Source: an optimization exercise on an open RTL-to-GDS flow (aim: small area, a short achievable clock period and few clock cycles per item). Production flows keep margins and buffers that such runs may drop.
Only simulation tests tie the RTL to the original design; equivalence was not proved.

==> module block_quantizer, before the edit <==
module block_quantizer (
	input  logic        clk,
	input  logic        arst_n,
	input  logic [95:0] in_row,
	input  logic        in_valid,
	output logic        in_ready,
	output logic [96:0] out_beat,
	output logic        out_valid,
	input  logic        out_ready
);
	logic go;
	logic c1, c2, e1;
	logic rdy, ovl;
	logic c1_n, c2_n;
	logic push, pop;
	logic [2:0] row_cnt;
	assign go = !c2;
	assign in_ready = rdy;
	always_ff @(posedge clk or negedge arst_n)
	begin
		if (!arst_n)
			row_cnt <= '0;
		else if (in_valid && go)
			row_cnt <= row_cnt + 3'd1;
	end
	logic v0;
	logic [2:0] r0;
	logic [95:0] x0;
	always_ff @(posedge clk or negedge arst_n)
	begin
		if (!arst_n)
			v0 <= 1'b0;
		else if (go)
			v0 <= in_valid;
	end
	always_ff @(posedge clk)
	begin
		if (go)
		begin
			x0 <= in_row;
			r0 <= row_cnt;
		end
	end
	logic [8:0] q0;
	qlane0 i_lane0 (.r(r0), .x(x0[11:0]), .q(q0));
	logic [8:0] q1;
	qlane1 i_lane1 (.r(r0), .x(x0[23:12]), .q(q1));
	logic [8:0] q2;
	qlane2 i_lane2 (.r(r0), .x(x0[35:24]), .q(q2));
	logic [8:0] q3;
	qlane3 i_lane3 (.r(r0), .x(x0[47:36]), .q(q3));
	logic [8:0] q4;
	qlane4 i_lane4 (.r(r0), .x(x0[59:48]), .q(q4));
	logic [8:0] q5;
	qlane5 i_lane5 (.r(r0), .x(x0[71:60]), .q(q5));
	logic [8:0] q6;
	qlane6 i_lane6 (.r(r0), .x(x0[83:72]), .q(q6));
	logic [8:0] q7;
	qlane7 i_lane7 (.r(r0), .x(x0[95:84]), .q(q7));
	logic [64:0] res;
	assign res = {q7[6:0], q6[6:0], q5[6:0], q4[7:0], q3[7:0], q2[8:0], q1[8:0], q0[8:0], (r0 == 3'd7)};
	assign push = go && v0;
	assign pop = c1 && out_ready;
	logic [64:0] ob;
	logic [64:0] sk;
	always_ff @(posedge clk or negedge arst_n)
	begin
		if (!arst_n)
		begin
			e1 <= 1'b1;
			c2 <= 1'b0;
		end
		else
		begin
			e1 <= !c1_n;
			c2 <= c2_n;
		end
	end
	assign c1 = !e1;
	assign c1_n = push || c2 || (c1 && !pop);
	assign c2_n = (c1 && push && !pop) || (c2 && !pop);
	always_ff @(posedge clk or negedge arst_n)
	begin
		if (!arst_n)
		begin
			rdy <= 1'b1;
			ovl <= 1'b0;
		end
		else
		begin
			rdy <= !c2_n;
			ovl <= c1_n;
		end
	end
	always_ff @(posedge clk)
	begin
		if (out_ready || !c1)
			ob <= c2 ? sk : res;
		if (c1 && !c2)
			sk <= res;
	end
	assign out_valid = ovl;
	assign out_beat = {{{5{ob[64]}}, ob[64:58]}, {{5{ob[57]}}, ob[57:51]}, {{5{ob[50]}}, ob[50:44]}, {{4{ob[43]}}, ob[43:36]}, {{4{ob[35]}}, ob[35:28]}, {{3{ob[27]}}, ob[27:19]}, {{3{ob[18]}}, ob[18:10]}, {{3{ob[9]}}, ob[9:1]}, ob[0]};
endmodule
export LEC_CHECK = 0
export ABC_AREA = 1
export CAP_MARGIN = 20
export CORE_MARGIN = 2
export CORE_UTILIZATION = 60
export SLEW_MARGIN = 20
export SETUP_SLACK_MARGIN = 17.8
create_clock -name core_clock -period 24.0 [get_ports {clk}]
standard.sh (not shown) runs the stock make flow with config.mk's settings and CLKGATE_MAP_FILE= SYNTH_SCRIPT=/design/flow/synth_recipe.tcl, a recipe that flattens the netlist after the stock synthesis.
==> flow/flow/run.sh <==
#!/bin/bash
# The standard layout (standard synthesis included), with two changes:
#  - after synthesis, flow/polarity.py removes inverters around full adders
#    (full adders are self-dual, so inverting all three inputs inverts both
#    outputs); flip-flops and the function are unchanged;
#  - ORFS's repair_timing is asked to leave extra setup slack, so that the
#    achieved period shrinks. The SDC is the standard flow's.
set -e
cd "$(dirname "$0")/.."
W=$PWD
R=$W/orfs/results/sky130hd/block_quantizer/base
echo "export SETUP_SLACK_MARGIN = 17.8" >> config.mk
bash standard.sh $R/1_2_yosys.v > synth.log 2>&1
cp $R/1_2_yosys.v $W/1_2_yosys.standard.v
python3 flow/polarity.py $W/1_2_yosys.standard.v $R/1_2_yosys.v > polarity.log 2>&1
bash standard.sh > standard.log 2>&1
Other scripts of this flow, unchanged in this note and not shown: flow/flow/polarity.py
Testbench counts at the start, summed over its fixed seeds: cycles 8,208, rows 8,192.
Next try:
--- a/flow/design.v
+++ b/flow/design.v
@@ -1742,16 +1742,23 @@
 		else
 		begin
 			rdy <= !c2_n;
 			ovl <= c1_n;
 		end
 	end
+	logic [7:0] obn;
 	always_ff @(posedge clk)
 	begin
 		if (out_ready || !c1)
+		begin
 			ob <= c2 ? sk : res;
+			obn <= ~(c2 ? sgn_sk : sgn_res);
+		end
 		if (c1 && !c2)
 			sk <= res;
 	end
 	assign out_valid = ovl;
-	assign out_beat = {{{5{ob[64]}}, ob[64:58]}, {{5{ob[57]}}, ob[57:51]}, {{5{ob[50]}}, ob[50:44]}, {{4{ob[43]}}, ob[43:36]}, {{4{ob[35]}}, ob[35:28]}, {{3{ob[27]}}, ob[27:19]}, {{3{ob[18]}}, ob[18:10]}, {{3{ob[9]}}, ob[9:1]}, ob[0]};
+	logic [7:0] sgn_sk, sgn_res;
+	assign sgn_sk = {sk[64], sk[57], sk[50], sk[43], sk[35], sk[27], sk[18], sk[9]};
+	assign sgn_res = {res[64], res[57], res[50], res[43], res[35], res[27], res[18], res[9]};
+	assign out_beat = {{{3{~obn[7]}}, {2{ob[64]}}, ob[64:58]}, {{3{~obn[6]}}, {2{ob[57]}}, ob[57:51]}, {{3{~obn[5]}}, {2{ob[50]}}, ob[50:44]}, {{2{~obn[4]}}, {2{ob[43]}}, ob[43:36]}, {{2{~obn[3]}}, {2{ob[35]}}, ob[35:28]}, {{2{~obn[2]}}, {1{ob[27]}}, ob[27:19]}, {{2{~obn[1]}}, {1{ob[18]}}, ob[18:10]}, {{2{~obn[0]}}, {1{ob[9]}}, ob[9:1]}, ob[0]};
 endmodule
After rerunning: The changed run completed with no timing, DRC or antenna violations; clock-buffer cell count does not change; global-route usage came out lower by 1.3 points; design area came out higher slightly; die area increases slightly; core utilization drops by 0.34 points; routed wire length went down by a few percent; worst setup slack gets worse by 140 ps; first-iteration DRC count fell by a few percent; worst hold slack is worse by 15 ps.
Testbench counts after the change, summed over its fixed seeds: cycles 8,208, rows 8,192.

## what the ideal ports hide
In the flow no input, the clock included, has a driving cell. The finished layouts below were timed again as built, in two steps.
Step 1, drivers: a clkbuf_16 drives clk and a buf_2 each remaining input, both assumed.
Step 2 adds t to the input delays and takes it off the output delays; t is the mean of the earliest and latest rising clock arrival at the registers after step 1. Input paths then give back, and output paths get back, about the clock's delay inside the block.
Three values: ideal, step 1, step 2; two values: the first two.
run | shift t [ns] | setup WS [ns] | latest minus earliest clock arrival (ns)
the first run | 0.661 | 17.739 / 17.675 / 17.253 | 0.029 / 0.030
the second run | 0.657 | 17.595 / 17.532 / 17.386 | 0.017 / 0.017
After both steps setup and hold are still met in every run listed. For the first run, which loses most, drivers alone change the setup slack by -0.064 ns; drivers and shift together by -0.486 ns.
